This design comes from an exercise in tuning for small area on the open sky130 flow, not from production work. In this exercise RTL edits were held to simulation tests only and were not proved equivalent to the original. The flow treats the clock pin as an ideal source, which a real chip does not have. Power is estimated from default activity; no workload was simulated.

==> design/flow/design.v <==
module prb_ao22 (input logic a, b, c, d, output logic y);
   assign y = (a & b) | (c & d);
endmodule
module prb_aoi222 (input logic a, b, c, d, e, f, output logic y);
   assign y = ~((a & b) | (c & d) | (e & f));
endmodule
module prb_nand2 (input logic a, b, output logic y);
   assign y = ~(a & b);
endmodule
module prb_nand3 (input logic a, b, c, output logic y);
   assign y = ~(a & b & c);
endmodule
module prb_or2 (input logic a, b, output logic y);
   assign y = a | b;
endmodule
module prb_inv (input logic a, output logic y);
   assign y = ~a;
endmodule
module prb_rowsel (
   input  logic [15:0] sel,
   input  logic [15:0] d,
   output logic        q
);
   logic [5:0] g;
   logic [1:0] h;
   for (genvar k = 0; k < 5; k++) begin : g_grp
      prb_aoi222 u (.a(sel[3*k]), .b(d[3*k]), .c(sel[3*k+1]), .d(d[3*k+1]),
                    .e(sel[3*k+2]), .f(d[3*k+2]), .y(g[k]));
   end
   prb_nand2 u_last (.a(sel[15]), .b(d[15]), .y(g[5]));
   prb_nand3 u_h0 (.a(g[0]), .b(g[1]), .c(g[2]), .y(h[0]));
   prb_nand3 u_h1 (.a(g[3]), .b(g[4]), .c(g[5]), .y(h[1]));
   prb_or2   u_o  (.a(h[0]), .b(h[1]), .y(q));
endmodule
module prb_portsel (
   input  logic [3:0] sel,
   input  logic [3:0] d,
   input  logic       hold,
   input  logic       q,
   output logic       y
);
   logic n0, n1, n2;
   prb_aoi222 u0 (.a(sel[0]), .b(d[0]), .c(sel[1]), .d(d[1]), .e(sel[2]), .f(d[2]), .y(n0));
   prb_nand2  u1 (.a(sel[3]), .b(d[3]), .y(n1));
   prb_nand2  u2 (.a(hold), .b(q), .y(n2));
   prb_nand3  u3 (.a(n0), .b(n1), .c(n2), .y(y));
endmodule
module para_ram_banked #(
   parameter int ADDR_WIDTH = 6,
   parameter int DATA_WIDTH = 24,
   parameter int NUM_PORTS  = 2,
   parameter int BANK_BITS  = 2
) (
   input  logic                            clk,
   input  logic                            rst_n,
   input  logic [NUM_PORTS-1:0]            req,
   input  logic [NUM_PORTS-1:0]            we,
   input  logic [NUM_PORTS*ADDR_WIDTH-1:0] addr,
   input  logic [NUM_PORTS*DATA_WIDTH-1:0] wdata,
   input  logic [NUM_PORTS*(DATA_WIDTH/8)-1:0] wmask,
   output logic [NUM_PORTS-1:0]            gnt,
   output logic [NUM_PORTS-1:0]            rvalid,
   output logic [NUM_PORTS*DATA_WIDTH-1:0] rdata,
   output logic                            init_busy
);
   localparam int NB    = 4;
   localparam int ROWS  = 16;
   localparam int LANES = 3;
   localparam int DW    = 24;
   logic            state_q;    
   logic [3:0]      cnt_q;
   logic [NB-1:0]   ptr_q;
   logic [1:0]      rvalid_q;
   logic [2*DW-1:0] rdata_q;
   logic [NB*ROWS*DW-1:0] mem_q;
   logic            run, clr;
   logic [1:0]      bk0, bk1;
   logic [3:0]      rw0, rw1, wrow0;
   logic            conflict;
   logic            g0, g1, rd0, rd1;
   assign bk0 = addr[1:0];
   assign rw0 = addr[5:2];
   assign bk1 = addr[7:6];
   assign rw1 = addr[11:8];
   assign clr       = ~state_q;
   assign run       = state_q & rst_n;
   assign init_busy = ~run;
   assign rvalid    = rvalid_q;
   assign rdata     = rdata_q;
   assign conflict = req[0] & req[1] & (bk0 == bk1);
   assign g0  = run & req[0] & ~(conflict & ptr_q[bk0]);
   assign g1  = run & req[1] & ~(conflict & ~ptr_q[bk1]);
   assign gnt = {g1, g0};
   assign rd0 = g0 & ~we[0];
   assign rd1 = g1 & ~we[1];
   assign wrow0 = clr ? cnt_q : rw0;
   logic [ROWS-1:0] d0, d1;
   always_comb
      for (int r = 0; r < ROWS; r++) begin
         d0[r] = wrow0 == 4'(r);
         d1[r] = rw1 == 4'(r);
      end
   logic [NB-1:0]    o0, o1, w0, w1;
   logic [LANES-1:0] wl0 [NB], wl1 [NB];
   always_comb
      for (int b = 0; b < NB; b++) begin
         o0[b] = g0 & (bk0 == 2'(b));
         o1[b] = g1 & (bk1 == 2'(b));
         w0[b] = o0[b] & we[0];
         w1[b] = o1[b] & we[1];
         for (int l = 0; l < LANES; l++) begin
            wl0[b][l] = clr | (w0[b] & wmask[l]);
            wl1[b][l] = w1[b] & wmask[LANES+l];
         end
      end
   logic [DW-1:0]   bank_wd [NB];
   logic [DW-1:0]   bank_rd [NB];
   logic [NB*ROWS*DW-1:0] mem_d;
   for (genvar b = 0; b < NB; b++) begin : g_bank
      logic [ROWS-1:0] rsel;
      for (genvar i = 0; i < DW; i++) begin : g_wd
         prb_ao22 u_wd (.a(w0[b]), .b(wdata[i]), .c(w1[b]), .d(wdata[DW+i]), .y(bank_wd[b][i]));
      end
      for (genvar r = 0; r < ROWS; r++) begin : g_row
         prb_ao22 u_rs (.a(o0[b]), .b(d0[r]), .c(o1[b]), .d(d1[r]), .y(rsel[r]));
         for (genvar l = 0; l < LANES; l++) begin : g_lane
            logic en_n, en;
            prb_ao22 u_en (.a(wl0[b][l]), .b(d0[r]), .c(wl1[b][l]), .d(d1[r]), .y(en));
            prb_inv  u_ei (.a(en), .y(en_n));
            for (genvar k = 0; k < 8; k++) begin : g_bit
               prb_ao22 u_m (.a(en), .b(bank_wd[b][8*l+k]), .c(en_n), .d(mem_q[(b*ROWS+r)*DW+8*l+k]),
                             .y(mem_d[(b*ROWS+r)*DW+8*l+k]));
            end
         end
      end
      for (genvar i = 0; i < DW; i++) begin : g_rd
         logic [ROWS-1:0] col;
         for (genvar r = 0; r < ROWS; r++) begin : g_col
            assign col[r] = mem_q[(b*ROWS+r)*DW+i];
         end
         prb_rowsel u_rd (.sel(rsel), .d(col), .q(bank_rd[b][i]));
      end
   end
   logic [NB-1:0]   ps0, ps1;
   logic            h0, h1;
   logic [2*DW-1:0] rdata_d;
   always_comb
      for (int b = 0; b < NB; b++) begin
         ps0[b] = rd0 & (bk0 == 2'(b));
         ps1[b] = rd1 & (bk1 == 2'(b));
      end
   assign h0 = rst_n & ~rd0;
   assign h1 = rst_n & ~rd1;
   for (genvar i = 0; i < DW; i++) begin : g_port
      prb_portsel u_p0 (.sel(ps0), .d({bank_rd[3][i], bank_rd[2][i], bank_rd[1][i], bank_rd[0][i]}),
                        .hold(h0), .q(rdata_q[i]), .y(rdata_d[i]));
      prb_portsel u_p1 (.sel(ps1), .d({bank_rd[3][i], bank_rd[2][i], bank_rd[1][i], bank_rd[0][i]}),
                        .hold(h1), .q(rdata_q[DW+i]), .y(rdata_d[DW+i]));
   end
   always_ff @(posedge clk) begin
      rdata_q  <= rdata_d;
      rvalid_q <= {rd1, rd0};
      if (!rst_n) begin
         state_q <= 1'b0;
         cnt_q   <= '0;
         ptr_q   <= '0;
      end else begin
         if (clr) begin
            cnt_q <= cnt_q + 1'b1;
            if (cnt_q == 4'd15) state_q <= 1'b1;
         end
         for (int b = 0; b < NB; b++) begin
            if (o0[b]) ptr_q[b] <= 1'b1;
            if (o1[b]) ptr_q[b] <= 1'b0;
         end
      end
   end
   always_ff @(posedge clk)
      mem_q <= mem_d;
endmodule
==> design/flow/run.sh <==
#!/bin/bash
# synth_recipe.tcl (not shown) runs the flow's synth.tcl, then flattens the netlist and writes it again
# the make line also repeats each setting of config.mk as NAME=value (left out here)
make -C /OpenROAD-flow-scripts/flow DESIGN_CONFIG=/design/flow/config.mk WORK_HOME=/design/flow/orfs CLKGATE_MAP_FILE= SYNTH_SCRIPT=/design/flow/synth_recipe.tcl finish
==> design/flow/config.mk <==
export PLATFORM = sky130hd
export DESIGN_NAME = para_ram_banked
export DESIGN_NICKNAME = para_ram_banked
export VERILOG_FILES = /design/flow/design.v
export SDC_FILE = /design/flow/constraint.sdc
export NUM_CORES = 4
export LEC_CHECK = 0
export CAP_MARGIN = 20
export CORE_MARGIN = 2
export CORE_UTILIZATION = 65
export SLEW_MARGIN = 20
export SYNTH_HIERARCHICAL = 1
==> design/flow/constraint.sdc <==
create_clock -name core_clock -period 6.0 [get_ports {clk}]
set_input_delay 1.2000 -clock core_clock [delete_from_list [all_inputs] [get_ports {clk}]]
set_output_delay 1.2000 -clock core_clock [all_outputs]
set_load 0.01 [all_outputs]
==> results_dict.tcl, run 1 <==
set metrics [dict create \
    status "timing/DRC/antenna clean" \
    die_w_um 303 \
    crit_end "rdata_q[36]$_DFF_P_" \
    fillers 5915 \
    cts-htree-levels 4 \
    die_h_um 303 \
    cts-buffers-inserted 154 \
    p_leak_uw 0.0258 \
    pin_count 125 \
    drv_cap 0 \
    worstSetupStartpointType "input pin" \
    cp-end-kind "flip-flop" \
    yosys.area.top_type "dfxtp_1" \
    start_util 0.657 \
    dp.cells 6376 \
    clock_path_buffers 3 \
    ys_ff_latch 1595 \
    hpwlAfterDp_um 155000 \
    rsz0062_at_grt "no" \
    root_buffer "clkbuf_16" \
    cts_tree "yes" \
    fin_tns_setup_ns 0 \
    synthCells 4914 \
    setup_viol 0 \
    max_slew_margin 0.181 \
    holdBufCountCts 0 \
    gp_congestion 1.07 \
    syn-mean-instance-area_um2 11.9 \
    async_flop_share 0 \
    period_share 0.881 \
    die_area_um2 92100 \
    seq_area_frac_synth 0.548 \
    synth_top_cell_area_share 0.548 \
    grt_pass1_wl_um 331000 \
    layout-drive-gt1-share 0.0958 \
    post_cts.repair.setup_buffers 0 \
    io_buffer_count 124 \
    worstReg2RegEnd "rdata_q[36]$_DFF_P_" \
    cp_slowest_cell "nor2_1" \
    overflow 0 \
    first_global_vias 49800 \
    drv_slew 0 \
    peakVddDrop_mv 0.313 \
    nNetsFinal 5441 \
    synth_most_common_cell "a22o_1" \
    drt_pre_antenna_iters 15 \
    synth-edff-count 0 \
    dr_total_vias 53800 \
    synth.distinct_cells 49 \
    required_ns 6.71 \
    register_area_um2 31900 \
    synth.area.top_cells "dfxtp_1, a22o_1, a222oi_1" \
    power_uw 21400 \
    reg2reg_depth 11 \
    finalWorstPathRequiredPeriod_ns 5.28 \
    cts_sinks 1595 \
    grt_usage 0.482 \
    multi_input_area_um2 25800 \
    drt_iter0_drc 11300 \
    wirelength_um 231000 \
    ff2ff_setup_slack_ns 1.05 \
    hold_class "reg2reg" \
    ant_nets 0 \
    crit_start "addr[0]" \
    worstSkewPairLatency_ns 0.79 \
    antenna_found_initial 7 \
    rows 109 \
    fin_skew_ns 0.0278 \
    worst_pin_slew_ns 1.23 \
    layoutNonFillerInstCount 6658 \
    syn_nets 4987 \
    clk_pin_slew_worst_paths_ns 0.06 \
    syn-cell-area_um2 58300 \
    place_area_um2 62600 \
    crit_top_cell "buf_4" \
    crit_chain "clkdlybuf4s50_1, buf_4, and4_1, nand2_1, nor2_1, buf_4, a22o_1, buf_4, a222oi_1, nand3_1, or2_1, nand2_1, nand3_1" \
    postLayoutCellArea_um2 67900 \
    yosys_warnings 13 \
    syn_to_final_growth_pct 16.6 \
    synth_flop_cell "dfxtp_1" \
    hold_viol 0 \
    ctsResizeCount 0 \
    hold_ws_ns 0.469 \
    vias_per_cell 8.08 \
    fmax_mhz 189 \
    synth.top_cells.by_count "a22o_1, dfxtp_1, a222oi_1, nand3_1, nand2_1" \
    max_stage_delay_ns 1.06 \
    wire_per_inst_um 34.7 \
    worst_ep_arrival_time_ns 6.00 \
    reg2reg_from "state_q$_SDFF_PN0_" \
    drcViolationCount 0 \
    grt_max_degree 25 \
    core_um2 88600 \
    crit_type "in2reg" \
    worst-path-max-fanout 17 \
    powerDensity_nw_per_um2 314 \
]
state kept, by name, indices dropped and copies added (netlist names):
name,count
mem_q,1536
rdata_q,48
cnt_q,4
ptr_q,4
rvalid_q,2
state_q,1
modules after synthesis (local to each module, per instance), a selection:
module	cell area, um2	cells inside	flops+latches
prb_or2	6.26	1	0
prb_ao22	8.76	1	0
prb_aoi222	10.0	1	0
prb_inv	3.75	1	0
prb_nand2	3.75	1	0
para_ram_banked	33200	1778	1595
prb_nand3	5.00	1	0
cells by family (layout without fill, tap and decap cells):
| family | after synthesis | in the layout | share of synthesized area |
|---|---|---|---|
| DFF | 1595 | 1595 | 0.548 |
| adders and majority gates | 1 | 1 | 0.000215 |
| xor gates and xnor gates | 4 | 4 | 0.00125 |
| AOI/OAI and AO/OA | 2445 | 2445 | 0.378 |
| buffers and inverters | 211 | 785 | 0.0142 |
| and+or+nand+nor | 655 | 655 | 0.0570 |
| muxes | 3 | 3 | 0.00101 |
| other | 0 | 5 | 0 |
power by group:
part	switching (uW)	leakage (uW)	internal, uW	total, uW
clock network	4190	0.00260	5960	10200
registers	5.91	0.0128	10600	10600
logic	493	0.0104	128	621
layer usage:
| metal | part of all wire | GRT usage | wire length [um] | up-vias |
|---|---|---|---|---|
| li1 | - | - | - | 22000 |
| met1 | 0.37 | 0.642 | 85700 | 26200 |
| met2 | 0.40 | 0.653 | 91500 | 4649 |
| met3 | 0.16 | 0.198 | 38100 | 942 |
| met4 | 0.068 | 0.278 | 15700 | 16 |
| met5 | 0.00086 | 0.00725 | 199 | - |
metrics by stage:
step	utilization	setup WS [ns]
after floorplan	-	1.72
after global placement	0.706	0.343
after detailed placement	0.706	0.315
after CTS	0.766	1.10
after global routing	0.766	0.703
final	0.766	0.717
worst max-delay path: cells and delay by family:
| kind | cells | cell delay (ns) |
|---|---|---|
| buf+inv | 4 | 1.36 |
| compound gates | 2 | 0.84 |
| simple gates | 7 | 2.58 |
worst min-delay path by stage:
stage / from / to / cells after the start
after global routing: mem_q[480]$_DFF_P_ / mem_q[480]$_DFF_P_ / 1
after global placement: mem_q[1305]$_DFF_P_ / mem_q[1305]$_DFF_P_ / 1
after detailed placement: mem_q[863]$_DFF_P_ / mem_q[863]$_DFF_P_ / 1
after CTS: mem_q[1199]$_DFF_P_ / mem_q[1199]$_DFF_P_ / 1
final: mem_q[884]$_DFF_P_ / mem_q[884]$_DFF_P_ / 1
after floorplan: mem_q[0]$_DFF_P_ / mem_q[0]$_DFF_P_ / 1
final cells by class:
type / instances / share of cell area
Multi-Input combinational cell: 3108 / 0.380
Clock buffer: 231 / 0.0684
Sequential cell: 1595 / 0.470
Clock inverter: 45 / 0.00945
Antenna cell: 5 / 0.000184
Tap cell: 1165 / 0.0215
Inverter: 196 / 0.0108
Timing Repair Buffer: 313 / 0.0394
placed cells by master (no fill, tap or decap), drive strengths merged, types with 3 or more instances in the layout:
cell type	Yosys	layout
a222oi	528	528
a22o	1888	1888
a31oi	4	4
and2	5	5
buf	5	189
bufinv	0	14
clkbuf	9	231
clkdlybuf4s50	0	124
clkinv	0	22
clkinvlp	0	4
dfxtp	1595	1595
diode	0	5
inv	196	201
nand2	205	205
nand2b	6	6
nand3	242	242
nor2	38	38
nor2b	3	3
nor3	34	34
nor3b	6	6
nor4	5	5
nor4b	5	5
o221a	4	4
o31ai	12	12
or2	96	96
==> run 2, diff against run 1 <==
--- a/design/flow/config.mk
+++ b/design/flow/config.mk
@@ -9,3 +9,5 @@
 export CORE_MARGIN = 2
-export CORE_UTILIZATION = 65
+export CORE_UTILIZATION = 60
+export CTS_CLUSTER_DIAMETER = 50
+export CTS_CLUSTER_SIZE = 25
 export SLEW_MARGIN = 20
==> results_dict.tcl, run 2 <==
set metrics [dict create \
    required_ns 4.80 \
    synth-edff-count 0 \
    worstSetupStartpointType "input pin" \
    setup_viol 0 \
    reg2reg_depth 10 \
    rows 114 \
    ctsResizeCount 0 \
    fin_skew_ns 0.0281 \
    cts-buffers-inserted 136 \
    largest_reg_flops 1536 \
    status "timing/DRC/antenna clean" \
    ff2ff_setup_slack_ns 1.39 \
    fin_tns_setup_ns 0 \
    clock_path_buffers 3 \
    fin_ws_ns 0.885 \
    p_sw_frac 0.235 \
    drt_pre_antenna_iters 12 \
    crit_chain "clkdlybuf4s50_1, buf_4, mux4_2, nor4b_2, nor2_1, clkdlybuf4s50_1" \
    ant_nets 0 \
    p_leak_uw 0.0258 \
    cp_slowest_cell "clkdlybuf4s50_1" \
    pre_cts_slack_ns 0.473 \
    die_w_um 316 \
    crit_top_cell "clkdlybuf4s50_1" \
    crit_start "addr[0]" \
    cp-end-kind "output port" \
    grt_max_degree 38 \
    wirelength_um 229000 \
    synth_most_common_cell "a22o_1" \
    cts_tree "yes" \
    finalWorstPathRequiredPeriod_ns 5.11 \
    p_int_uw 15900 \
    async_flop_share 0 \
    grt_usage 0.442 \
    root_buffer "clkbuf_16" \
    drt_iter0_drc 9850 \
    holdBufCountCts 0 \
    syn-cell-area_um2 58300 \
    max_stage_delay_ns 0.74 \
    synth_top_cell_area_share 0.548 \
    fillers 7057 \
    fmax_mhz 196 \
    nNetsFinal 5449 \
    comb_power_share 0.028 \
    worstReg2RegEnd "rdata_q[44]$_DFF_P_" \
    die_area_um2 99600 \
    synth.distinct_cells 49 \
    pwr-share-seq 0.509 \
    crit_end "gnt[0]" \
    pin_count 125 \
    dr_total_vias 52700 \
    io_buffer_count 124 \
    overflow 0 \
    synth_flop_cell "dfxtp_1" \
    period_share 0.852 \
    yosys_warnings 13 \
    die_h_um 316 \
    drv_cap 0 \
    gp_congestion 1.05 \
    antenna_found_initial 13 \
    worstSkewPairLatency_ns 0.78 \
    powerDensity_nw_per_um2 306 \
    final_common_cell "a22o_1" \
    regMostFlops "mem_q" \
    clkPwrFrac 0.463 \
    final_core_util 0.705 \
    ys_ff_latch 1595 \
    vias_per_cell 7.78 \
    peakVddDrop_mv 0.293 \
    drcViolationCount 0 \
    post_cts.repair.setup_buffers 0 \
    worst-path-max-fanout 6 \
    hold_viol 0 \
    wire_per_inst_um 33.8 \
    worst_ep_arrival_time_ns 3.91 \
    drv_slew 0 \
    syn-mean-instance-area_um2 11.9 \
    worst_pin_slew_ns 1.18 \
    largestRegisters "mem_q: 1536 flops, rdata_q: 48 flops" \
    power.net_switching_uw 4890 \
    core_um2 96400 \
    hpwlAfterDp_um 159000 \
    layout-drive-gt1-share 0.101 \
    grt_pass1_wl_um 329000 \
    timing.critical_path.buf_inv 3 \
    start_util 0.604 \
    crit_type "in2out" \
    synthCells 4914 \
    rsz0062_at_grt "no" \
    seq_area_frac_synth 0.548 \
    yosys.area.top_type "dfxtp_1" \
    layout_common_cells "a22o_1, dfxtp_1, a222oi_1" \
    synth.area.top_cells "dfxtp_1, a22o_1, a222oi_1" \
    syn_nets 4987 \
    first_global_vias 48600 \
    cts_sinks 1595 \
    cts-htree-levels 4 \
    cp.depth 6 \
    hold_class "reg2reg" \
    syn_to_final_growth_pct 16.6 \
    crit_family "buffers and inverters" \
    reg2reg_from "state_q$_SDFF_PN0_" \
    max_slew_margin 0.210 \
    clk_pin_slew_worst_paths_ns 0.07 \
    synth.top_cells.by_count "a22o_1, dfxtp_1, a222oi_1, nand3_1, nand2_1" \
]
==> run 2: routing by layer <==
layer  routed length [um]  vias to the layer above  track usage  part of all wire
met2                94000                     4335        0.621              0.41
li1                     -                    22000            -                 -
met5                   76                        -            0           0.00033
met3                35100                      706        0.167              0.15
met1                87400                    25600        0.592              0.38
met4                12500                       10        0.226             0.055
==> run 2: worst register-to-register path, cell delays in order, from the launching register on <==
cell and delay, ns:
dfxtp_2 0.91, nand3_2 0.28, or3b_2 0.66, nor2_2 0.70, buf_4 0.26, a22o_1 0.81
a222oi_1 0.30, nand3_1 0.14, or2_1 0.25, a222oi_1 0.13, nand3_1 0.11
==> run 2: kinds of logic (layout without fill, tap and decap cells) <==
group | Yosys count | in the layout | synth area share
AOI/OAI and AO/OA | 2445 | 2445 | 0.378
DFF | 1595 | 1595 | 0.548
and+or+nand+nor | 655 | 655 | 0.0570
buffers and inverters | 211 | 789 | 0.0142
xor gates and xnor gates | 4 | 4 | 0.00125
muxes | 3 | 3 | 0.00101
adders and majority gates | 1 | 1 | 0.000215
other | 0 | 9 | 0
==> run 2: modules after synthesis, one instance, submodules excluded, a selection <==
module / flip-flops and latches / area (um2) / copies in the design
prb_or2: 0 / 6.26 / 96
prb_ao22: 0 / 8.76 / 1888
prb_nand2: 0 / 3.75 / 192
para_ram_banked: 1595 / 33200 / 1
prb_nand3: 0 / 5.00 / 240
prb_inv: 0 / 3.75 / 192
prb_aoi222: 0 / 10.0 / 528
==> run 2: how the worst min path moves through the flow <==
stage                              startpoint             endpoint  slack [ns]  depth (start not counted)
after floorplan              mem_q[0]$_DFF_P_     mem_q[0]$_DFF_P_        0.44                          1
after global placement    mem_q[1227]$_DFF_P_  mem_q[1227]$_DFF_P_        0.45                          1
after detailed placement     mem_q[7]$_DFF_P_     mem_q[7]$_DFF_P_        0.45                          1
after CTS                  mem_q[367]$_DFF_P_   mem_q[367]$_DFF_P_        0.47                          1
after global routing      mem_q[1170]$_DFF_P_  mem_q[1170]$_DFF_P_        0.48                          1
final                     mem_q[1471]$_DFF_P_  mem_q[1471]$_DFF_P_        0.47                          1
==> run 2: through the flow <==
stage / power [uW] / instance area (um2) / instances / hold WS, ns
2_1_floorplan: 11100 / 58300 / 4914 / 0.438
3_3_place_gp: 11400 / 63000 / 6513 / 0.450
3_5_place_dp: 11400 / 63000 / 6514 / 0.451
4_1_cts: 20800 / 67900 / 6768 / 0.473
5_1_grt: 21200 / 67900 / 6768 / 0.479
6_report: 20800 / 68000 / 6777 / 0.472
==> run 2: layout make-up <==
| type | instances | area (um2) | area share |
|---|---|---|---|
| Multi-Input combinational cell | 3108 | 25800 | 0.380 |
| Tap cell | 1276 | 1600 | 0.0235 |
| Clock inverter | 91 | 1120 | 0.0166 |
| Clock buffer | 163 | 3780 | 0.0557 |
| Inverter | 196 | 736 | 0.0108 |
| Sequential cell | 1595 | 31900 | 0.470 |
| Timing Repair Buffer | 339 | 2940 | 0.0433 |
| Antenna cell | 9 | 22.5 | 0.000331 |
==> run 2: power by group through the flow <==
stage | clock network (uW) | registers [uW] | logic, uW
after global placement | 0 | 10800 | 542
after detailed placement | 0 | 10800 | 545
after floorplan | 0 | 10800 | 246
final | 9620 | 10600 | 591
after CTS | 9640 | 10600 | 549
after global routing | 10000 | 10600 | 593
==> run 3, diff against run 2 <==
==> design/flow/flow/run.sh (new file) <==
#!/bin/bash
# The standard layout (standard.sh), with two changes:
#  - ports are buffered with the smallest buffer (buf_1) instead of the default choice;
#  - clock tree synthesis inserts no dummy loads.
# The make output goes to flow.log; each ORFS step keeps its own log under orfs/logs/.
set -euo pipefail
export BUFFER_PORTS_ARGS="-buffer_cell sky130_fd_sc_hd__buf_1"
export CTS_ARGS="-sink_clustering_enable -repair_clock_nets -sink_clustering_size 25 -sink_clustering_max_diameter 50 -dont_use_dummy_load"
bash standard.sh > flow.log 2>&1
==> design/flow/standard.sh (new file) <==
#!/bin/bash
# synth_recipe.tcl (not shown) runs the flow's synth.tcl, then flattens the netlist and writes it again
# the make line also repeats each setting of config.mk as NAME=value (left out here)
make -C /OpenROAD-flow-scripts/flow DESIGN_CONFIG=/design/flow/config.mk WORK_HOME=/design/flow/orfs CLKGATE_MAP_FILE= SYNTH_SCRIPT=/design/flow/synth_recipe.tcl "${@:-finish}"
removed: design/flow/run.sh
==> results_dict.tcl, run 3 <==
set metrics [dict create \
    die_h_um 316 \
    fmax_mhz 201 \
    final_common_cell "a22o_1" \
    largest_reg_flops 1536 \
    gp_congestion 1.03 \
    hold_viol 0 \
    holdBufCountCts 0 \
    post_cts.repair.setup_buffers 0 \
    clock_path_buffers 3 \
    worst-path-max-fanout 24 \
    synth.distinct_cells 49 \
    dr_total_vias 51900 \
    fin_skew_ns 0.0612 \
    wl_met2_um 89600 \
    period_share 0.831 \
    antenna_found_initial 8 \
    cts-buffers-inserted 142 \
    wire_per_inst_um 33.7 \
    hold_class "reg2reg" \
    cp-end-kind "flip-flop" \
    synth.area.top_cells "dfxtp_1, a22o_1, a222oi_1" \
    nNetsFinal 5423 \
    drcViolationCount 0 \
    worstSetupStartpointType "input pin" \
    regMostFlops "mem_q" \
    layout-drive-gt1-share 0.0785 \
    finalWorstPathRequiredPeriod_ns 4.98 \
    cts_sinks 1595 \
    place_area_um2 61900 \
    synth-edff-count 0 \
    synth.top_cells.by_count "a22o_1, dfxtp_1, a222oi_1, nand3_1, nand2_1" \
    met3_length_um 33900 \
    drv_slew 0 \
    rsz0062_at_grt "no" \
    peakVddDrop_mv 0.242 \
    largestRegisters "mem_q: 1536 flops, rdata_q: 48 flops" \
    syn_nets 4987 \
    drt_pre_antenna_iters 11 \
    ctsResizeCount 0 \
    setup_viol 0 \
    synth_most_common_cell "a22o_1" \
    worst_ep_arrival_time_ns 5.57 \
    first_global_vias 48400 \
    grt_usage 0.432 \
    fin_tns_setup_ns 0 \
    clk_pin_slew_worst_paths_ns 0.05 \
    cts_tree "yes" \
    max_slew_margin 0.195 \
    hpwlAfterDp_um 155000 \
    syn-cell-area_um2 58300 \
    die_w_um 316 \
    drv_cap 0 \
    die_area_um2 99600 \
    required_ns 6.58 \
    start_util 0.604 \
    pin_count 125 \
    yosys_warnings 13 \
    crit_type "in2reg" \
    synth_top_cell_area_share 0.548 \
    syn-mean-instance-area_um2 11.9 \
    wl_met1_um 87700 \
    p_leak_uw 0.0246 \
    drt_iter0_drc 10300 \
    synthCells 4914 \
    status "timing/DRC/antenna clean" \
    syn_to_final_growth_pct 12.4 \
    seq_area_frac_synth 0.548 \
    ys_ff_latch 1595 \
    fin_ws_ns 1.02 \
    cts-htree-levels 4 \
    postLayoutCellArea_um2 65500 \
    yosys.area.top_type "dfxtp_1" \
    worst_pin_slew_ns 1.21 \
    core_um2 96400 \
    worstSkewPairLatency_ns 0.76 \
    powerDensity_nw_per_um2 290 \
    grt_max_degree 25 \
    grt_pass1_wl_um 323000 \
    root_buffer "clkbuf_16" \
    io_buffer_count 124 \
    ant_nets 0 \
    synth_flop_cell "dfxtp_1" \
    layout_common_cells "a22o_1, dfxtp_1, a222oi_1" \
    overflow 0 \
    async_flop_share 0 \
    top_layer "met5" \
    rows 114 \
    wirelength_um 223000 \
    vias_per_cell 7.83 \
    pre_cts_slack_ns 0.560 \
]
[run 3: cell counts after synthesis]
No cell type changed its count.
[run 3: per-stage QoR]
step | total power, uW | hold slack (ns) | util | std cells
2_1_floorplan | 11100 | 0.438 | - | 4914
3_3_place_gp | 11400 | 0.451 | 0.642 | 6481
3_5_place_dp | 11400 | 0.451 | 0.642 | 6481
4_1_cts | 19000 | 0.468 | 0.679 | 6623
5_1_grt | 19400 | 0.475 | 0.679 | 6625
6_report | 19000 | 0.469 | 0.679 | 6628
[run 3: cell type report]
type	count	area (um2)
flip-flops and latches	1595	31900
diodes	4	10.0
multi-input cells	3108	25800
well taps	1276	1600
fillers	7421	30900
inverters	196	736
clock buffers	142	3550
repair buffers	307	1840
[run 3: final timing paths]
kind / start / to / slack, ns / cells past startpoint
min: mem_q[1079]$_DFF_P_ / mem_q[1079]$_DFF_P_ / 0.47 / 1
max reg2reg: state_q$_SDFF_PN0_ / rdata_q[6]$_DFF_P_ / 1.05 / 11
max: addr[1] / rdata_q[4]$_DFF_P_ / 1.02 / 11
min reg2reg: mem_q[1079]$_DFF_P_ / mem_q[1079]$_DFF_P_ / 0.47 / 1
[run 3: power by group]
group	internal, uW	switching, uW
Combinational	91.7	487
Clock	4150	3690
Sequential	10600	6.03
Total	14800	4190
[run 3: kinds of logic after synthesis]
logic type	synth area share
and+or+nand+nor	0.0570
DFF	0.548
AOI/OAI and AO/OA	0.378
adders and majority gates	0.000215
muxes	0.00101
buffers and inverters	0.0142
xor gates and xnor gates	0.00125
[run 3: critical path: stages]
cell and delay, ns:
buf_1 0.48, xor2_4 0.35, nor4b_4 0.57, nor2_1 0.34, buf_4 0.26, a22o_1 0.60
a222oi_1 0.65, nand3_1 0.22, or2_1 0.32, a222oi_1 0.43, nand3_1 0.13
[run 3: modules after synthesis (local to each module, per instance), excerpt]
| module | times used | cells inside |
|---|---|---|
| para_ram_banked | 1 | 1778 |
| prb_aoi222 | 528 | 1 |
| prb_ao22 | 1888 | 1 |
| prb_or2 | 96 | 1 |
| prb_nand3 | 240 | 1 |
| prb_inv | 192 | 1 |
| prb_nand2 | 192 | 1 |
[run 3: layer usage]
layer  vias up  global-route usage
met3       624               0.160
met4        10               0.207
li1      21800                   -
met1     25500               0.593
met5         -                   0
met2      3922               0.596
==> run 4, diff against run 3 <==
--- a/design/flow/design.v
+++ b/design/flow/design.v
@@ -103,13 +103,11 @@
    logic [NB-1:0]    o0, o1, w0, w1;
-   logic [LANES-1:0] wl0 [NB], wl1 [NB];
+   logic [LANES-1:0] wl [NB];
    always_comb
       for (int b = 0; b < NB; b++) begin
-         o0[b] = g0 & (bk0 == 2'(b));
+         o0[b] = clr | (g0 & (bk0 == 2'(b)));
          o1[b] = g1 & (bk1 == 2'(b));
-         w0[b] = o0[b] & we[0];
+         w0[b] = g0 & (bk0 == 2'(b)) & we[0];
          w1[b] = o1[b] & we[1];
-         for (int l = 0; l < LANES; l++) begin
-            wl0[b][l] = clr | (w0[b] & wmask[l]);
-            wl1[b][l] = w1[b] & wmask[LANES+l];
-         end
+         for (int l = 0; l < LANES; l++)
+            wl[b][l] = clr | (w0[b] & wmask[l]) | (w1[b] & wmask[LANES+l]);
       end
@@ -127,4 +125,4 @@
             logic en_n, en;
-            prb_ao22 u_en (.a(wl0[b][l]), .b(d0[r]), .c(wl1[b][l]), .d(d1[r]), .y(en));
-            prb_inv  u_ei (.a(en), .y(en_n));
+            prb_nand2 u_en (.a(rsel[r]), .b(wl[b][l]), .y(en_n));
+            prb_inv   u_ei (.a(en_n), .y(en));
             for (genvar k = 0; k < 8; k++) begin : g_bit
@@ -172,3 +170,3 @@
          for (int b = 0; b < NB; b++) begin
-            if (o0[b]) ptr_q[b] <= 1'b1;
+            if (g0 && bk0 == 2'(b)) ptr_q[b] <= 1'b1;
             if (o1[b]) ptr_q[b] <= 1'b0;
==> design/flow/flow/run.sh (replaced) <==
#!/bin/bash
# The standard layout (standard.sh), with two changes:
#  - ports are buffered with the smallest buffer (buf_1) instead of the default choice;
#  - clock tree synthesis uses larger sink clusters and inserts no dummy loads.
# The make output goes to flow.log; each ORFS step keeps its own log under orfs/logs/.
set -euo pipefail
export BUFFER_PORTS_ARGS="-buffer_cell sky130_fd_sc_hd__buf_1"
export CTS_ARGS="-sink_clustering_enable -repair_clock_nets -sink_clustering_size 22 -sink_clustering_max_diameter 70 -dont_use_dummy_load"
bash standard.sh > flow.log 2>&1
--- a/design/flow/config.mk
+++ b/design/flow/config.mk
@@ -7,8 +7,6 @@
 export LEC_CHECK = 0
-export CAP_MARGIN = 20
+export CAP_MARGIN = 10
 export CORE_MARGIN = 2
 export CORE_UTILIZATION = 60
-export CTS_CLUSTER_DIAMETER = 50
-export CTS_CLUSTER_SIZE = 25
-export SLEW_MARGIN = 20
+export SLEW_MARGIN = 10
 export SYNTH_HIERARCHICAL = 1
==> results_dict.tcl, run 4 <==
set metrics [dict create \
    async_flop_share 0 \
    antenna_found_initial 25 \
    root_buffer "clkbuf_16" \
    syn-mean-instance-area_um2 11.6 \
    synth_top_family_by_area "compound AO/OA/AOI/OAI gates" \
    peakVddDrop_mv 0.237 \
    wl_met1_um 83800 \
    cts-htree-levels 3 \
    nNetsFinal 5303 \
    syn_nets 4998 \
    synth_flop_cell "dfxtp_1" \
    synthSimpleGateAreaFrac 0.0674 \
    hold_ws_ns 0.472 \
    status "timing/DRC/antenna clean" \
    worst_pin_slew_ns 1.29 \
    met3_length_um 29800 \
    dr_total_vias 49200 \
    wl_met2_um 84600 \
    synth_most_common_cell "a22o_1" \
    synth-edff-count 0 \
    post_cts.repair.setup_buffers 0 \
    reg2reg_from "ptr_q[0]$_SDFFE_PP0N_" \
    synth.distinct_cells 42 \
    vias_per_cell 7.57 \
    multi_input_area_um2 24400 \
    largest_reg_flops 1536 \
    p_leak_uw 0.0249 \
    cts_tree "yes" \
    finalWorstPathRequiredPeriod_ns 4.84 \
    grt_usage 0.406 \
    overflow 0 \
    layout_common_cells "a22o_1, dfxtp_1, a222oi_1" \
    cts-buffers-inserted 86 \
    cts_sinks 1595 \
    synth_xor_area_frac 0.000919 \
    min_to "mem_q[427]$_DFF_P_" \
    drcViolationCount 0 \
    drt_iter0_drc 8944 \
    clock_path_buffers 3 \
    syn-cell-area_um2 57200 \
    drv_slew 0 \
    holdBufCountCts 0 \
    hpwlAfterDp_um 139000 \
    hold_class "reg2reg" \
    crit_start "addr[7]" \
    grt_pass1_wl_um 302000 \
    synthCells 4925 \
    yosys.area.top_type "dfxtp_1" \
    required_ns 6.54 \
    grt_max_degree 39 \
    synth.area.top_cells "dfxtp_1, a22o_1, a222oi_1" \
    fin_skew_ns 0.0680 \
    first_global_vias 44700 \
    period_share 0.807 \
    regMostFlops "mem_q" \
    synth.top_cells.by_count "a22o_1, dfxtp_1, a222oi_1, nand2_1, nand3_1" \
    start_util 0.603 \
    clk_pin_slew_worst_paths_ns 0.08 \
    fin_ws_ns 1.16 \
    ant_nets 0 \
    largestRegisters "mem_q: 1536 flops, rdata_q: 48 flops" \
    hold_viol 0 \
    drv_cap 0 \
    muxShareOfSynthArea 0.000963 \
    synthAdderAreaFrac 0.000219 \
    ctsResizeCount 0 \
    die_h_um 313 \
    fillers 7441 \
    cp-end-kind "flip-flop" \
    ys_ff_latch 1595 \
    drt_pre_antenna_iters 12 \
    worst_ep_arrival_time_ns 5.38 \
    synth_compound_area_frac 0.357 \
    yosys_warnings 11 \
    powerDensity_nw_per_um2 275 \
    fmax_mhz 207 \
    crit_type "in2reg" \
    die_area_um2 97700 \
    pre_cts_slack_ns 0.729 \
    rsz0062_at_grt "no" \
    reg2reg_depth 10 \
    ff2ff_setup_slack_ns 1.56 \
    io_buffer_count 124 \
    core_um2 94700 \
    seq_area_frac_synth 0.559 \
    layout-drive-gt1-share 0.0407 \
    hp-start "mem_q[427]$_DFF_P_" \
    die_w_um 313 \
    synth_top_cell_area_share 0.559 \
    gp_congestion 1.11 \
    wire_per_inst_um 32.1 \
    syn_to_final_growth_pct 8.86 \
    register_area_um2 31900 \
    worst-path-max-fanout 19 \
    worstReg2RegEnd "rdata_q[35]$_DFF_P_" \
    power_uw 17100 \
    final_common_cell "a22o_1" \
    worstSkewPairLatency_ns 0.70 \
    max_slew_margin 0.135 \
    pin_count 125 \
    top_layer "met5" \
    rows 113 \
    setup_viol 0 \
    final_core_util 0.657 \
    worstSetupStartpointType "input pin" \
    wirelength_um 209000 \
    fin_tns_setup_ns 0 \
    hold_depth 1 \
]
==> run 4: cell types whose count changed after synthesis, moves of 5 or more <==
cell / delta
nor2_1: +11
o211ai_1: +12
a22o_1: -192
nor3_1: -22
nor3b_1: -5
o31ai_1: -10
nand3_1: +14
nand4_1: +5
nand2_1: +190
==> run 4: where the power goes <==
group | internal [uW] | switching (uW) | total (uW)
clock network | 2560 | 3370 | 5920
registers | 10600 | 5.09 | 10600
logic | 73.0 | 544 | 617
==> run 4: metal layers <==
metal	global-route usage	up-vias
li1	-	21200
met1	0.568	24200
met2	0.556	3305
met3	0.150	541
met4	0.184	20
met5	0	-
==> run 4: through the flow <==
step                      instance area, um2  std cells
after floorplan                        57200       4925
after global placement                 60000       6407
after detailed placement               60000       6407
after CTS                              62200       6493
after global routing                   62200       6499
final                                  62200       6505
==> run 4: final cells by class <==
type                            count  share of cell area
Antenna cell                       12            0.000483
Clock buffer                       86              0.0346
Inverter                          200              0.0121
Multi-Input combinational cell   3111               0.392
Sequential cell                  1595               0.513
Tap cell                         1265              0.0254
Timing Repair Buffer              236              0.0218
==> run 4: critical path: stages <==
cell and delay [ns]:
buf_1 0.35, buf_4 0.24, xnor2_1 0.15, a41o_1 0.52, o21ai_1 0.51, a22o_1 0.72
buf_4 0.34, a222oi_1 0.35, nand3_1 0.10, or2_1 0.39, a222oi_1 0.36, nand3_1 0.12
==> run 4: kinds of logic (layout without fill, tap and decap cells) <==
family,Yosys count,count (layout)
buffers and inverters,219,522
adder cells (fa/ha/maj),1,1
AND/OR/NAND/NOR,844,844
multiplexers,3,3
AO/OA/AOI/OAI,2257,2257
other,0,12
flip-flops,1595,1595
XOR/XNOR,6,6
==> run 4: Yosys stat by module (local to each module, per instance), excerpt <==
module,cells inside,flip-flops and latches
para_ram_banked,1789,1595
prb_nand3,1,0
prb_nand2,1,0
prb_or2,1,0
prb_aoi222,1,0
prb_ao22,1,0
==> run 4: worst max path at each step <==
stage                          endpoint  cells after the start
CTS                 rdata_q[39]$_DFF_P_                     11
finish              rdata_q[35]$_DFF_P_                     12
detailed placement  rdata_q[39]$_DFF_P_                     11
global route         rdata_q[6]$_DFF_P_                     12
global placement    rdata_q[39]$_DFF_P_                     12
floorplan            mem_q[100]$_DFF_P_                      9
==> run 5, diff against run 4 <==
==> design/flow/flow/run.sh (replaced) <==
#!/bin/bash
# The standard layout (standard.sh), with two changes:
#  - ports are buffered with the smallest buffer (buf_1) instead of the default choice;
#  - clock tree synthesis uses clkbuf_8 buffers and inserts no dummy loads.
# The make output goes to flow.log; each ORFS step keeps its own log under orfs/logs/.
set -euo pipefail
export BUFFER_PORTS_ARGS="-buffer_cell sky130_fd_sc_hd__buf_1"
export CTS_ARGS="-sink_clustering_enable -repair_clock_nets -buf_list sky130_fd_sc_hd__clkbuf_8 -sink_clustering_size 14 -sink_clustering_max_diameter 60 -dont_use_dummy_load"
bash standard.sh > flow.log 2>&1
==> results_dict.tcl, run 5 <==
set metrics [dict create \
    hold_viol 0 \
    root_buffer "clkbuf_8" \
    drv_cap 0 \
    dr_total_vias 49700 \
    p_int_uw 12700 \
    syn-cell-area_um2 57200 \
    muxShareOfSynthArea 0.000963 \
    synth_top_cell_area_share 0.559 \
    grt_max_degree 39 \
    ant_nets 0 \
    die_area_um2 97700 \
    core_um2 94700 \
    wirelength_um 210000 \
    synth_xor_area_frac 0.000919 \
    rsz0062_at_grt "no" \
    largest_reg_flops 1536 \
    hold_depth 1 \
    layoutNonFillerInstCount 6561 \
    synthSimpleGateAreaFrac 0.0674 \
    ys_ff_latch 1595 \
    reg2reg_from "ptr_q[0]$_SDFFE_PP0N_" \
    power.net_switching_uw 3930 \
    vias_per_cell 7.57 \
    nNetsFinal 5355 \
    clock_path_buffers 3 \
    regMostFlops "mem_q" \
    gp_congestion 1.11 \
    synth.area.top_cells "dfxtp_1, a22o_1, a222oi_1" \
    peakVddDrop_mv 0.221 \
    cts_tree "yes" \
    wl_met2_um 84200 \
    hold_class "reg2reg" \
    drt_iter0_drc 8752 \
    dp.cells 6407 \
    largestRegisters "mem_q: 1536 flops, rdata_q: 48 flops" \
    fin_skew_ns 0.0638 \
    setup_viol 0 \
    period_share 0.784 \
    final_common_cell "a22o_1" \
    pin_count 125 \
    rows 113 \
    cts-htree-levels 4 \
    synthAdderAreaFrac 0.000219 \
    comb_power_share 0.037 \
    grt_pass1_wl_um 303000 \
    clk_pin_slew_worst_paths_ns 0.06 \
    reg2reg_depth 10 \
    drt_pre_antenna_iters 12 \
    pwr-share-seq 0.636 \
    fin_tns_setup_ns 0 \
    fmax_mhz 213 \
    hpwlAfterDp_um 139000 \
    cts_sinks 1595 \
    layout_common_cells "a22o_1, dfxtp_1, a222oi_1" \
    hp-start "mem_q[409]$_DFF_P_" \
    drv_slew 0 \
    holdBufCountCts 0 \
    worst_pin_slew_ns 1.22 \
    layout-drive-gt1-share 0.0502 \
    min_to "mem_q[409]$_DFF_P_" \
    cts-buffers-inserted 138 \
    ctsResizeCount 0 \
    top_layer "met5" \
    wire_per_inst_um 32.0 \
    synth.top_cells.by_count "a22o_1, dfxtp_1, a222oi_1, nand2_1, nand3_1" \
    p_sw_frac 0.236 \
    worstSkewPairLatency_ns 0.87 \
    overflow 0 \
    synth-edff-count 0 \
    first_global_vias 45200 \
    ff2ff_setup_slack_ns 1.55 \
    crit_type "in2reg" \
    synth_top_family_by_area "compound AO/OA/AOI/OAI gates" \
    drcViolationCount 0 \
    cp-end-kind "flip-flop" \
    wl_met1_um 84300 \
    start_util 0.603 \
    met3_length_um 30700 \
    yosys.area.top_type "dfxtp_1" \
    syn_to_final_growth_pct 8.43 \
    powerDensity_nw_per_um2 268 \
    syn-mean-instance-area_um2 11.6 \
    synthCells 4925 \
    seq_area_frac_synth 0.559 \
    required_ns 6.76 \
    status "timing/DRC/antenna clean" \
    die_h_um 313 \
    io_buffer_count 124 \
    post_cts.repair.setup_buffers 0 \
    syn_nets 4998 \
    antenna_found_initial 26 \
    synth_most_common_cell "a22o_1" \
    cp_slowest_cell "o21ai_1" \
    synth_flop_cell "dfxtp_1" \
    worstSetupStartpointType "input pin" \
    finalWorstPathRequiredPeriod_ns 4.71 \
    max_slew_margin 0.184 \
    max_stage_delay_ns 0.98 \
    p_leak_uw 0.0248 \
    worst_ep_arrival_time_ns 5.47 \
    grt_usage 0.409 \
    worst-path-max-fanout 19 \
    crit_chain "buf_1, mux4_2, a41o_1, o21ai_1, a22o_1, buf_4, a222oi_1, nand3_1, or2_1, a222oi_1, nand3_1" \
    clkPwrFrac 0.327 \
    yosys_warnings 11 \
    worstReg2RegEnd "rdata_q[35]$_DFF_P_" \
    async_flop_share 0 \
    synth_compound_area_frac 0.357 \
    die_w_um 313 \
    synth.distinct_cells 42 \
]
-- run 5: cell counts after synthesis --
No cell type changed its count.
-- run 5: power groups by stage --
stage,clock network [uW],registers (uW),logic (uW)
CTS,5470,10600,573
detailed placement,0,10800,571
floorplan,0,10800,277
global route,5850,10600,622
finish,5430,10600,619
global placement,0,10800,570
-- run 5: worst max path at each step --
stage	slack, ns	to	start
after floorplan	1.39	mem_q[100]$_DFF_P_	addr[0]
after global placement	0.71	rdata_q[39]$_DFF_P_	addr[7]
after detailed placement	0.73	rdata_q[39]$_DFF_P_	addr[0]
after CTS	1.62	rdata_q[25]$_DFF_P_	addr[0]
after global routing	1.19	rdata_q[12]$_DFF_P_	addr[7]
final	1.29	rdata_q[35]$_DFF_P_	addr[0]
-- run 5: critical path: cells and delay by family --
family,cells,cell delay (ns)
AND/OR/NAND/NOR,3,0.55
multiplexers,1,0.56
buffers and inverters,2,0.49
AO/OA/AOI/OAI,5,2.65
-- run 5: kinds of logic after synthesis --
logic type / Yosys count
AO/OA/AOI/OAI: 2257
XOR/XNOR: 6
adder cells (fa/ha/maj): 1
buffers and inverters: 219
flip-flops: 1595
multiplexers: 3
AND/OR/NAND/NOR: 844
-- run 5: per-module statistics from Yosys, one instance, submodules excluded, a selection --
module,cell area [um2],flops+latches,copies in the design
prb_aoi222,10.0,0,528
prb_nand3,5.00,0,240
prb_ao22,8.76,0,1696
prb_or2,6.26,0,96
para_ram_banked,33100,1595,1
prb_inv,3.75,0,192
prb_nand2,3.75,0,384
-- run 5: final cells by class --
type | count | area [um2]
clock buffer | 138 | 1900
multi-input combinational | 3111 | 24400
antenna | 16 | 40.0
timing repair buffer | 236 | 1360
sequential | 1595 | 31900
inverter | 200 | 751
fill | 7477 | 32800
tap | 1265 | 1580
-- run 5: layer usage --
| metal | global-route usage | vias up |
|---|---|---|
| met5 | 0 | - |
| met4 | 0.196 | 18 |
| met3 | 0.154 | 580 |
| met2 | 0.555 | 3518 |
| met1 | 0.569 | 24200 |
| li1 | - | 21300 |
-- run 5: stage by stage --
| stage | instance area (um2) | hold WS [ns] | setup slack [ns] | util | total power [uW] |
|---|---|---|---|---|---|
| 5_1_grt | 62000 | 0.484 | 1.19 | 0.654 | 17100 |
| 3_5_place_dp | 60000 | 0.451 | 0.729 | 0.634 | 11400 |
| 3_3_place_gp | 60000 | 0.450 | 0.706 | 0.634 | 11400 |
| 2_1_floorplan | 57200 | 0.438 | 1.39 | - | 11100 |
| 6_report | 62000 | 0.473 | 1.29 | 0.654 | 16600 |
| 4_1_cts | 61900 | 0.471 | 1.62 | 0.654 | 16600 |
==> run 6, diff against run 5 <==
==> design/flow/flow/run.sh (replaced) <==
#!/bin/bash
# The standard layout (standard.sh), with these changes:
#  - ports are buffered with the smallest buffer (buf_1) instead of the default choice;
#  - clock tree synthesis uses clkbuf_8 buffers and inserts no dummy loads;
#  - the repair steps insert only small buffers (flow/small_bufs.tcl).
# The make output goes to flow.log; each ORFS step keeps its own log under orfs/logs/.
set -euo pipefail
export BUFFER_PORTS_ARGS="-buffer_cell sky130_fd_sc_hd__buf_1"
export CTS_ARGS="-sink_clustering_enable -repair_clock_nets -buf_list sky130_fd_sc_hd__clkbuf_8 -sink_clustering_size 16 -sink_clustering_max_diameter 60 -dont_use_dummy_load"
hook=$PWD/flow/small_bufs.tcl
export PRE_FLOORPLAN_TCL=$hook PRE_GLOBAL_PLACE_TCL=$hook PRE_RESIZE_TCL=$hook PRE_CTS_TCL=$hook
export PRE_GLOBAL_ROUTE_TCL=$hook PRE_REPAIR_TIMING_POST_PLACE_TCL=$hook PRE_DETAIL_ROUTE_TCL=$hook
bash standard.sh > flow.log 2>&1
==> design/flow/flow/small_bufs.tcl (new file) <==
# Repair (slew, capacitance, timing) buffers: only the small buffers buf_1 and buf_2.
set_dont_use [get_lib_cells {sky130_fd_sc_hd__buf_4 sky130_fd_sc_hd__buf_6 sky130_fd_sc_hd__buf_8 sky130_fd_sc_hd__buf_12 sky130_fd_sc_hd__buf_16 sky130_fd_sc_hd__bufbuf_8 sky130_fd_sc_hd__bufbuf_16}]
==> results_dict.tcl, run 6 <==
set metrics [dict create \
    status "timing/DRC/antenna clean" \
    dr_total_vias 49700 \
    layoutNonFillerInstCount 6593 \
    syn_to_final_growth_pct 7.67 \
    gp_congestion 1.07 \
    worstSkewPairLatency_ns 0.84 \
    hold_ws_ns 0.475 \
    clk_pin_slew_worst_paths_ns 0.07 \
    io_buffer_count 124 \
    wirelength_um 211000 \
    synth_most_common_cell "a22o_1" \
    synth_top_family_by_area "compound AO/OA/AOI/OAI gates" \
    core_um2 94700 \
    crit_start "addr[6]" \
    grt_usage 0.410 \
    die_h_um 313 \
    synth_flop_cell "dfxtp_1" \
    drt_pre_antenna_iters 10 \
    overflow 0 \
    reg2reg_from "state_q$_SDFF_PN0_" \
    crit_type "in2reg" \
    hp-start "mem_q[97]$_DFF_P_" \
    syn-mean-instance-area_um2 11.6 \
    setup_viol 0 \
    worst_pin_slew_ns 1.39 \
    fmax_mhz 205 \
    largest_reg_flops 1536 \
    p_leak_uw 0.0246 \
    drt_iter0_drc 9666 \
    antenna_found_initial 15 \
    holdBufCountCts 0 \
    grt_max_degree 28 \
    die_area_um2 97700 \
    cts_tree "yes" \
    grt_pass1_wl_um 303000 \
    synth.top_cells.by_count "a22o_1, dfxtp_1, a222oi_1, nand2_1, nand3_1" \
    layout_common_cells "a22o_1, dfxtp_1, a222oi_1" \
    drv_slew 0 \
    synthAdderAreaFrac 0.000219 \
    ant_nets 0 \
    powerDensity_nw_per_um2 264 \
    yosys.area.top_type "dfxtp_1" \
    largestRegisters "mem_q: 1536 flops, rdata_q: 48 flops" \
    syn_nets 4998 \
    required_ns 6.67 \
    layout-drive-gt1-share 0.0414 \
    vias_per_cell 7.54 \
    start_util 0.603 \
    cts-buffers-inserted 118 \
    worstSetupStartpointType "input pin" \
    hold_class "reg2reg" \
    synth_xor_area_frac 0.000919 \
    final_core_util 0.650 \
    post_cts.repair.setup_buffers 0 \
    cp-end-kind "flip-flop" \
    regMostFlops "mem_q" \
    period_share 0.812 \
    synthCells 4925 \
    synth_top_cell_area_share 0.559 \
    final_common_cell "a22o_1" \
    peakVddDrop_mv 0.241 \
    hpwlAfterDp_um 147000 \
    drcViolationCount 0 \
    finalWorstPathRequiredPeriod_ns 4.87 \
    muxShareOfSynthArea 0.000963 \
    hold_viol 0 \
    die_w_um 313 \
    synth.distinct_cells 42 \
    worst_ep_arrival_time_ns 5.54 \
    max_slew_margin 0.0744 \
    ys_ff_latch 1595 \
    synth-edff-count 0 \
    fin_skew_ns 0.0551 \
    synth.area.top_cells "dfxtp_1, a22o_1, a222oi_1" \
    drv_cap 0 \
    synth_compound_area_frac 0.357 \
    yosys_warnings 11 \
    wire_per_inst_um 32.0 \
    fin_tns_setup_ns 0 \
    nNetsFinal 5393 \
    worst-path-max-fanout 19 \
    ctsResizeCount 0 \
    syn-cell-area_um2 57200 \
    rows 113 \
    async_flop_share 0 \
    rsz0062_at_grt "no" \
    first_global_vias 45100 \
    cts_sinks 1595 \
    pin_count 125 \
    dp.cells 6464 \
    seq_area_frac_synth 0.559 \
    synthSimpleGateAreaFrac 0.0674 \
]
## run 6: per-stage QoR
| stage | total power (uW) | setup WS, ns | cell area (um2) |
|---|---|---|---|
| detailed placement | 11400 | 0.463 | 59900 |
| floorplan | 11100 | 1.39 | 57200 |
| global placement | 11400 | 0.498 | 59900 |
| global route | 16600 | 1.09 | 61500 |
| finish | 16200 | 1.13 | 61500 |
| CTS | 16200 | 1.31 | 61500 |
## run 6: cell families after synthesis
family	Yosys count
mux	3
simple gates	844
compound gates	2257
buf+inv	219
fa+ha+maj	1
flops	1595
xor+xnor	6
## run 6: path summary, 6_finish.rpt
kind,end,slack (ns),cells past startpoint
max,rdata_q[1]$_DFF_P_,1.13,12
min,mem_q[97]$_DFF_P_,0.48,1
max reg2reg,rdata_q[4]$_DFF_P_,1.25,11
min reg2reg,mem_q[97]$_DFF_P_,0.48,1
## run 6: modules after synthesis (local to each module, per instance), excerpt
| module | area (um2) | copies in the design |
|---|---|---|
| para_ram_banked | 33100 | 1 |
| prb_ao22 | 8.76 | 1696 |
| prb_aoi222 | 10.0 | 528 |
| prb_inv | 3.75 | 192 |
| prb_nand2 | 3.75 | 384 |
| prb_nand3 | 5.00 | 240 |
| prb_or2 | 6.26 | 96 |
## run 6: report_power, final
part / internal, uW / switching (uW) / leakage (uW)
clock: 1750 / 3290 / 0.000848
combinational: 63.7 / 527 / 0.0109
sequential: 10600 / 5.31 / 0.0128
## run 6: per-layer routing
| layer | share of wire | GRT usage | vias up | wire, um |
|---|---|---|---|---|
| met3 | 0.14 | 0.153 | 584 | 29100 |
| met4 | 0.056 | 0.198 | 18 | 11800 |
| met2 | 0.40 | 0.566 | 3382 | 85200 |
| li1 | - | - | 21400 | - |
| met1 | 0.40 | 0.561 | 24300 | 84400 |
| met5 | 0.0030 | 0.0309 | - | 627 |
## run 6: critical path: stages
cell and delay [ns]:
buf_1 0.23, mux4_2 0.59, o41ai_4 0.46, nor3_1 0.08
buf_1 0.37, a22o_1 0.70, buf_2 0.35, a222oi_1 0.44
nand3_1 0.26, or2_1 0.35, a222oi_1 0.37, nand3_1 0.12
## run 6: area by class of cell
class,instances,area (um2)
diodes,10,25.0
repair buffers,294,1210
multi-input cells,3111,24400
flip-flops and latches,1595,31900
fillers,7590,33200
inverters,200,751
well taps,1265,1580
clock buffers,118,1620
==> run 7, diff against run 6 <==
--- a/design/flow/config.mk
+++ b/design/flow/config.mk
@@ -9,3 +9,4 @@
 export CORE_MARGIN = 2
-export CORE_UTILIZATION = 60
+export CORE_UTILIZATION = 70
+export PLACE_DENSITY = 0.78
 export SLEW_MARGIN = 10
==> results_dict.tcl, run 7 <==
set metrics [dict create \
    synth.area.top_cells "dfxtp_1, a22o_1, a222oi_1" \
    ant_nets 0 \
    period_share 0.821 \
    reg2reg_from "state_q$_SDFF_PN0_" \
    muxShareOfSynthArea 0.000963 \
    max_stage_delay_ns 0.68 \
    rows 104 \
    power.net_switching_uw 3710 \
    cp-end-kind "flip-flop" \
    fin_tns_setup_ns 0 \
    synth_top_family_by_area "compound AO/OA/AOI/OAI gates" \
    crit_start "addr[7]" \
    postLayoutCellArea_um2 61100 \
    regMostFlops "mem_q" \
    hold_class "reg2reg" \
    synth-edff-count 0 \
    final_common_cell "a22o_1" \
    crit_family "compound AO/OA/AOI/OAI gates" \
    required_ns 6.66 \
    cts_sinks 1595 \
    synth.distinct_cells 42 \
    synth.top_cells.by_count "a22o_1, dfxtp_1, a222oi_1, nand2_1, nand3_1" \
    die_h_um 290 \
    drv_cap 0 \
    gp_congestion 1.15 \
    p_sw_frac 0.231 \
    post_cts.repair.setup_buffers 0 \
    crit_type "in2reg" \
    hpwlAfterDp_um 136000 \
    setup_viol 0 \
    pin_count 125 \
    worst_ep_arrival_time_ns 5.59 \
    finalWorstPathRequiredPeriod_ns 4.92 \
    worstSetupStartpointType "input pin" \
    grt_pass1_wl_um 286000 \
    layout_common_cells "a22o_1, dfxtp_1, a222oi_1" \
    comb_power_share 0.034 \
    powerDensity_nw_per_um2 262 \
    vias_per_cell 7.87 \
    p_int_uw 12300 \
    place_area_um2 59600 \
    seq_area_frac_synth 0.559 \
    peakVddDrop_mv 0.303 \
    synthCells 4925 \
    antenna_found_initial 9 \
    synth_xor_area_frac 0.000919 \
    io_buffer_count 124 \
    syn-cell-area_um2 57200 \
    p_leak_uw 0.0245 \
    largestRegisters "mem_q: 1536 flops, rdata_q: 48 flops" \
    grt_max_degree 28 \
    synth_compound_area_frac 0.357 \
    hold_viol 0 \
    pre_cts_slack_ns 0.590 \
    clk_pin_slew_worst_paths_ns 0.10 \
    synthAdderAreaFrac 0.000219 \
    reg2reg_depth 9 \
    synthSimpleGateAreaFrac 0.0674 \
    fin_ws_ns 1.08 \
    holdBufCountCts 0 \
    dr_total_vias 50100 \
    ff2ff_setup_slack_ns 1.09 \
    worstReg2RegEnd "rdata_q[14]$_DFF_P_" \
    yosys.area.top_type "dfxtp_1" \
    synth_flop_cell "dfxtp_1" \
    worst-path-max-fanout 27 \
    clkPwrFrac 0.306 \
    cp.depth 10 \
    layout-drive-gt1-share 0.0374 \
    cts-buffers-inserted 114 \
    ys_ff_latch 1595 \
    wirelength_um 195000 \
    ctsResizeCount 0 \
    overflow 0 \
    syn-mean-instance-area_um2 11.6 \
    nNetsFinal 5376 \
    crit_chain "buf_1, mux4_2, o41ai_4, nor3_2, a22o_1, a222oi_1, nand3_1, or2_1, a222oi_1, nand3_1" \
    cts_tree "yes" \
    worst_pin_slew_ns 1.30 \
    die_w_um 290 \
    grt_usage 0.444 \
    status "timing/DRC/antenna clean" \
    yosys_warnings 11 \
    start_util 0.708 \
    core_um2 80700 \
    worstSkewPairLatency_ns 0.80 \
    async_flop_share 0 \
    rsz0062_at_grt "no" \
    pwr-share-seq 0.660 \
    timing.critical_path.buf_inv 1 \
    drt_pre_antenna_iters 13 \
    drcViolationCount 0 \
    cp_slowest_cell "a22o_1" \
    first_global_vias 46000 \
    drv_slew 0 \
    drt_iter0_drc 10700 \
    die_area_um2 84000 \
    wire_per_inst_um 30.6 \
    crit_end "rdata_q[39]$_DFF_P_" \
    syn_nets 4998 \
    synth_top_cell_area_share 0.559 \
    fin_skew_ns 0.0552 \
    synth_most_common_cell "a22o_1" \
    fmax_mhz 203 \
    largest_reg_flops 1536 \
    max_slew_margin 0.132 \
    syn_to_final_growth_pct 6.98 \
]
run 7: cell type report:
type,instances,area (um2)
sequential,1595,31900
timing repair buffer,281,1130
multi-input combinational,3111,24400
fill,5548,19500
inverter,200,751
antenna,4,10.0
clock buffer,114,1570
tap,1060,1330
run 7: cells by family (layout without fill, tap and decap cells):
logic type,Yosys count,in the layout
buf+inv,219,595
fa+ha+maj,1,1
simple gates,844,844
xor+xnor,6,6
flops,1595,1595
compound gates,2257,2257
other cells,0,4
mux,3,3
run 7: modules after synthesis (local to each module, per instance), excerpt:
| module | copies in the design | flops+latches |
|---|---|---|
| prb_aoi222 | 528 | 0 |
| prb_inv | 192 | 0 |
| prb_ao22 | 1696 | 0 |
| prb_or2 | 96 | 0 |
| prb_nand2 | 384 | 0 |
| prb_nand3 | 240 | 0 |
| para_ram_banked | 1 | 1595 |
run 7: power by group through the flow:
| stage | Clock, uW | Combinational [uW] | Sequential, uW |
|---|---|---|---|
| finish | 4920 | 545 | 10600 |
| detailed placement | 0 | 504 | 10800 |
| CTS | 4900 | 506 | 10600 |
| global route | 5260 | 558 | 10600 |
| floorplan | 0 | 277 | 10800 |
| global placement | 0 | 493 | 10800 |
run 7: worst min-delay path by stage:
stage / startpoint / endpoint / slack [ns] / depth (start not counted)
2_1_floorplan: mem_q[0]$_DFF_P_ / mem_q[0]$_DFF_P_ / 0.44 / 1
3_3_place_gp: mem_q[156]$_DFF_P_ / mem_q[156]$_DFF_P_ / 0.45 / 1
3_5_place_dp: rdata_q[47]$_DFF_P_ / rdata_q[47]$_DFF_P_ / 0.45 / 2
4_1_cts: mem_q[666]$_DFF_P_ / mem_q[666]$_DFF_P_ / 0.47 / 1
5_1_grt: mem_q[1008]$_DFF_P_ / mem_q[1008]$_DFF_P_ / 0.49 / 1
6_report: mem_q[261]$_DFF_P_ / mem_q[261]$_DFF_P_ / 0.48 / 1
run 7: metrics by stage:
stage,power (uW),utilization,std cells,hold WS [ns]
floorplan,11100,-,4925,0.438
global placement,11300,0.738,6246,0.451
detailed placement,11300,0.738,6246,0.452
CTS,16000,0.758,6360,0.473
global route,16400,0.758,6362,0.485
finish,16000,0.758,6365,0.475
run 7: layer usage:
layer | vias to the layer above | routed length [um] | GRT usage | share of wire
met1 | 24100 | 74400 | 0.597 | 0.38
met4 | 12 | 10800 | 0.210 | 0.055
li1 | 21400 | - | - | -
met5 | - | 148 | 0.00795 | 0.00076
met3 | 686 | 28300 | 0.142 | 0.15
met2 | 3971 | 81100 | 0.650 | 0.42
==> run 8, diff against run 7 <==
--- a/design/flow/config.mk
+++ b/design/flow/config.mk
@@ -10,2 +10,3 @@
 export CORE_UTILIZATION = 70
+export GPL_TIMING_DRIVEN = 0
 export PLACE_DENSITY = 0.78
==> results_dict.tcl, run 8 <==
set metrics [dict create \
    status "timing/DRC/antenna clean" \
    wl_met1_um 73500 \
    final_common_cell "a22o_1" \
    cp.depth 10 \
    ff2ff_setup_slack_ns 1.21 \
    power_uw 16100 \
    synth_flop_cell "dfxtp_1" \
    grt_usage 0.434 \
    regMostFlops "mem_q" \
    peakVddDrop_mv 0.253 \
    period_share 0.844 \
    synth_top_cell_area_share 0.559 \
    cts_tree "yes" \
    hold_depth 1 \
    finalWorstPathRequiredPeriod_ns 5.06 \
    syn_to_final_growth_pct 6.39 \
    hold_viol 0 \
    layout_common_cells "a22o_1, dfxtp_1, a222oi_1" \
    required_ns 6.65 \
    dr_total_vias 49600 \
    drt_pre_antenna_iters 13 \
    overflow 0 \
    antenna_found_initial 14 \
    crit_end "rdata_q[31]$_DFF_P_" \
    synth.area.top_cells "dfxtp_1, a22o_1, a222oi_1" \
    ys_ff_latch 1595 \
    grt_pass1_wl_um 279000 \
    fillers 5637 \
    pre_cts_slack_ns 0.313 \
    core_um2 80700 \
    drt_iter0_drc 8883 \
    crit_family "compound AO/OA/AOI/OAI gates" \
    fin_tns_setup_ns 0 \
    reg2reg_depth 11 \
    multi_input_area_um2 24500 \
    worst_ep_arrival_time_ns 5.72 \
    worstSetupStartpointType "input pin" \
    yosys.area.top_type "dfxtp_1" \
    wire_per_inst_um 30.7 \
    fmax_mhz 197 \
    setup_viol 0 \
    die_w_um 290 \
    worst-path-max-fanout 27 \
    syn-mean-instance-area_um2 11.6 \
    hold_ws_ns 0.472 \
    crit_type "in2reg" \
    first_global_vias 45000 \
    cts_sinks 1595 \
    wirelength_um 193000 \
    hold_class "reg2reg" \
    async_flop_share 0 \
    io_buffer_count 121 \
    worstReg2RegEnd "rdata_q[47]$_DFF_P_" \
    fin_ws_ns 0.936 \
    powerDensity_nw_per_um2 264 \
    post_cts.repair.setup_buffers 0 \
    max_slew_margin 0.0745 \
    worst_pin_slew_ns 1.39 \
    crit_start "addr[6]" \
    start_util 0.708 \
    holdBufCountCts 0 \
    fin_skew_ns 0.0858 \
    ant_nets 0 \
    synthCells 4925 \
    rows 104 \
    grt_max_degree 28 \
    clk_pin_slew_worst_paths_ns 0.10 \
    hpwlAfterDp_um 127000 \
    timing.critical_path.buf_inv 1 \
    cts-buffers-inserted 114 \
    max_stage_delay_ns 0.76 \
    largestRegisters "mem_q: 1536 flops, rdata_q: 48 flops" \
    reg2reg_from "state_q$_SDFF_PN0_" \
    register_area_um2 31900 \
    seq_area_frac_synth 0.559 \
    ctsResizeCount 0 \
    vias_per_cell 7.91 \
    crit_chain "buf_1, mux4_2, o41ai_4, nor2_1, a22o_1, a222oi_1, nand3_1, or2_1, a222oi_1, nand3_1" \
    layout-drive-gt1-share 0.0392 \
    gp_congestion 1.05 \
    p_leak_uw 0.0242 \
    die_area_um2 84000 \
    synth.distinct_cells 42 \
    synth_most_common_cell "a22o_1" \
    worstSkewPairLatency_ns 0.79 \
    drv_slew 0 \
    drcViolationCount 0 \
    die_h_um 290 \
    synth-edff-count 0 \
    pin_count 125 \
    yosys_warnings 11 \
    synth.top_cells.by_count "a22o_1, dfxtp_1, a222oi_1, nand2_1, nand3_1" \
    wl_met2_um 80400 \
    cp_slowest_cell "a22o_1" \
    cp-end-kind "flip-flop" \
    rsz0062_at_grt "no" \
    nNetsFinal 5273 \
    largest_reg_flops 1536 \
    syn_nets 4998 \
    top_layer "met5" \
    syn-cell-area_um2 57200 \
    met3_length_um 28400 \
    drv_cap 0 \
]
## run 8: cell counts after synthesis
No cell type changed its count.
## run 8: metal layers
metal	global-route usage	vias up
met2	0.622	3815
met1	0.596	24000
li1	-	21100
met5	0	-
met4	0.201	14
met3	0.141	618
## run 8: how the worst min path moves through the flow
| stage | startpoint | endpoint | slack, ns |
|---|---|---|---|
| 2_1_floorplan | mem_q[0]$_DFF_P_ | mem_q[0]$_DFF_P_ | 0.44 |
| 3_3_place_gp | mem_q[1308]$_DFF_P_ | mem_q[1308]$_DFF_P_ | 0.45 |
| 3_5_place_dp | mem_q[462]$_DFF_P_ | mem_q[462]$_DFF_P_ | 0.45 |
| 4_1_cts | mem_q[786]$_DFF_P_ | mem_q[786]$_DFF_P_ | 0.47 |
| 5_1_grt | mem_q[321]$_DFF_P_ | mem_q[321]$_DFF_P_ | 0.49 |
| 6_report | mem_q[16]$_DFF_P_ | mem_q[16]$_DFF_P_ | 0.47 |
## run 8: kinds of logic (layout without fill, tap and decap cells)
logic type	after synthesis	after routing	share of synthesized area
mux	3	3	0.000963
compound gates	2257	2257	0.357
flops	1595	1595	0.559
other cells	0	9	0
simple gates	844	844	0.0674
fa+ha+maj	1	1	0.000219
xor+xnor	6	6	0.000919
buf+inv	219	492	0.0149
## run 8: worst reg2reg max path: cells and delay by family (launching register included)
family	cells	cell delay, ns
buffers and inverters	4	1.47
DFF	1	0.44
AOI/OAI and AO/OA	4	2.03
and+or+nand+nor	3	0.80
## run 8: power breakdown
part	internal, uW	switching, uW	total [uW]
registers	10600	4.37	10600
logic	52.6	515	568
clock network	1690	3230	4930
## run 8: layout make-up
cell class              instances  share of cell area
multi-input cells            3111               0.402
plain buffers                  19             0.00165
inverters                     200              0.0123
diodes                          9            0.000370
well taps                    1060              0.0218
clock buffers                 114              0.0258
flip-flops and latches       1595               0.525
repair buffers                159              0.0106
## run 8: stage by stage
step                cell area, um2   util  std cells
global placement             58900  0.731       6106
finish                       60800  0.754       6267
floorplan                    57200      -       4925
detailed placement           59200  0.734       6143
global route                 60800  0.754       6263
CTS                          60800  0.753       6257
## run 8: modules after synthesis, one instance, submodules excluded, a selection
module,times used,flip-flops and latches,area (um2),cells inside
prb_inv,192,0,3.75,1
prb_or2,96,0,6.26,1
para_ram_banked,1,1595,33100,1789
prb_aoi222,528,0,10.0,1
prb_nand3,240,0,5.00,1
prb_ao22,1696,0,8.76,1
prb_nand2,384,0,3.75,1
